What follows belongs to an exercise in optimizing a design on an open flow for a short achievable clock period and few clock cycles; a production flow would make more cautious choices.
In this exercise RTL edits were held to simulation tests only and were not proved equivalent to the original.

## data_cache
module data_cache #(
  parameter int LINES       = 32,
  parameter int MEM_LATENCY = 4
) (
  input  logic        clk,
  input  logic        rst,
  input  logic        cpu_read,
  input  logic        cpu_write,
  input  logic [31:0] cpu_address,
  input  logic [31:0] cpu_write_data,
  output logic [31:0] cpu_read_data,
  output logic        stall,
  output logic        mem_read,
  output logic        mem_write,
  output logic [31:0] mem_address,
  output logic [31:0] mem_write_data,
  input  logic [31:0] mem_read_data,
  output logic [31:0] hit_count,
  output logic [31:0] miss_count
);
Size in the first run: about 4600 cells after synthesis.
clock: 7.0 ns
lec_check: 0
cap_margin: 20
core_margin: 2
core_utilization: 48
setup_slack_margin: 3
slew_margin: 20
standard.sh (not shown) runs the stock make flow with config.mk's settings and CLKGATE_MAP_FILE= SYNTH_SCRIPT=/design/flow/synth_recipe.tcl, a recipe that flattens the netlist after the stock synthesis.
==> flow/flow/run.sh <==
#!/bin/bash
# Standard synthesis and layout, with two changes:
#  - optionally (flow/remap.on present) the combinational logic of the
#    standard netlist is re-mapped by ABC without slow high-fan-in cells;
#    flip-flops are kept as they are, with their names and cell types;
#  - global routing skips its incremental timing repair, which does not
#    improve this design and takes most of the run time;
#  - port buffers are plain buffers and the resizer may swap cells across
#    footprints;
#  - flow/post_dp.tcl repairs timing once more before the clock tree.
set -euo pipefail
R=orfs/results/sky130hd/data_cache/base
bash standard.sh synth > synth.log 2>&1
if [[ -f flow/remap.on ]]; then
  cp $R/1_2_yosys.v $R/1_2_yosys_std.v
  LIB=$FLOW_HOME/platforms/sky130hd/lib/sky130_fd_sc_hd__tt_025C_1v80.lib
  DU="-dont_use sky130_fd_sc_hd__probe_p_8 -dont_use sky130_fd_sc_hd__probec_p_8 -dont_use sky130_fd_sc_hd__lpflow_*"
  for c in $(cat flow/remap.on); do DU="$DU -dont_use $c"; done
  printf 'set_driving_cell sky130_fd_sc_hd__buf_1\nset_load 5\n' > remap_abc.constr
  cat > remap.ys <<Y
read_liberty -ignore_miss_func $LIB
blackbox sky130_fd_sc_hd__*df* sky130_fd_sc_hd__*dl* sky130_fd_sc_hd__conb*
read_verilog $R/1_2_yosys_std.v
hierarchy -top $FLOW_TOP
flatten
opt -purge
abc -script $FLOW_HOME/scripts/abc_speed.script -liberty $LIB $DU -constr $PWD/remap_abc.constr -D 1
opt_clean -purge
hilomap -singleton -hicell sky130_fd_sc_hd__conb_1 HI -locell sky130_fd_sc_hd__conb_1 LO
splitnets
opt_clean -purge
stat -liberty $LIB
write_verilog -noattr -noexpr -nohex -nodec $R/1_2_yosys.v
Y
  yosys -l remap.log -s remap.ys > /dev/null 2>&1
  rm -f $R/1_synth.odb
  bash standard.sh synth > synth2.log 2>&1
fi
# Ports get plain buffers (not delay cells), which the resizer may then
# size freely.
bash standard.sh SKIP_INCREMENTAL_REPAIR=1 MATCH_CELL_FOOTPRINT=0 \
  BUFFER_PORTS_ARGS="-buffer_cell sky130_fd_sc_hd__buf_4" \
  POST_DETAIL_PLACE_TCL=$PWD/flow/post_dp.tcl finish > layout.log 2>&1
==> flow/flow/post_dp.tcl <==
# Timing repair on the detailed placement, before the clock tree is built:
# the clock-tree step's own repair then starts from a better netlist.
set_dont_use $::env(DONT_USE_CELLS)
estimate_parasitics -placement
repair_timing -setup -setup_margin 3 -repair_tns 100 -max_iterations 5000 -verbose
detailed_placement
Other scripts of this flow, unchanged in this note and not shown: flow/flow/remap.on
Testbench counts at the start, summed over its fixed seeds: cycles 41,661.
Edit:
==> flow/flow/post_dp.tcl (replaced) <==
# Timing repair on the detailed placement, before the clock tree is built:
# the clock-tree step's own repair then starts from a better netlist.
estimate_parasitics -placement
repair_timing -setup -setup_margin 3 -repair_tns 100 -max_iterations 5000 -verbose
detailed_placement
Settings changed: CORE_UTILIZATION 48 to 55.
Effect: The new run aborted during final report (6_report), error PSM-0069; global-route usage increases by 5.9 points; synthesized cell count is unchanged; via count falls by about 0.6%; synthesized area is unchanged; wire length climbs by about 1.6%; first-iteration DRC count goes down by about 8%.
Edit:
==> flow/flow/post_dp.tcl (replaced) <==
# Timing repair on the detailed placement, before the clock tree is built:
# the clock-tree step's own repair then starts from a better netlist.
set_dont_use $::env(DONT_USE_CELLS)
estimate_parasitics -placement
repair_timing -setup -setup_margin 3 -repair_tns 100 -max_iterations 5000 -verbose
detailed_placement
Settings changed: CORE_UTILIZATION 55 to 65.
What happened:
- This time the run ran to the end with no violations
- wire length came out higher by 7.4%
- global-route usage came out higher by 11 points
- via count came out higher by 7.7%
- area after synthesis does not change
Edit:
Settings changed: CORE_UTILIZATION 65 to 55.
After rerunning:
- The changed run completed without violations
- routed wire length came out lower by 6.3%
- cell count increases by 4.0%
- global-route usage shrinks by 10 points
- hold slack barely changes

port drivers added, routing unchanged:
No port has a modelled driver above. Below, the same layouts with a new extraction and two added sets of constraints.
Step 1 sets driving cells, clkbuf_16 on the clock port and buf_2 on the other inputs (assumed; they add their load-dependent delay and slew).
Step 2 moves the port delays by t, midway between the first and last clock arrival at a register: inputs arrive t later, outputs are due t later. That takes back most of the time a late clock gives input paths.
a / b / c = no drivers / after step 1 / after step 2; a / b = the first two.
| run | t (ns) | setup WS [ns] | latest minus earliest clock arrival (ns) | slew at the worst register clock pin (ns) |
|---|---|---|---|---|
| the first run | 0.928 | 1.852 / 1.830 / 0.940 | 0.093 / 0.093 | 0.07 / 0.07 |
| the third run | 0.928 | 1.584 / 1.257 / 1.257 | 0.062 / 0.062 | 0.08 / 0.08 |
| the fourth run | 0.913 | 1.990 / 1.694 / 1.694 | 0.036 / 0.036 | 0.07 / 0.07 |
After both steps setup and hold are still met in every run listed. For the first run, which loses most, drivers alone change the setup slack by -0.022 ns; drivers and shift together by -0.912 ns.
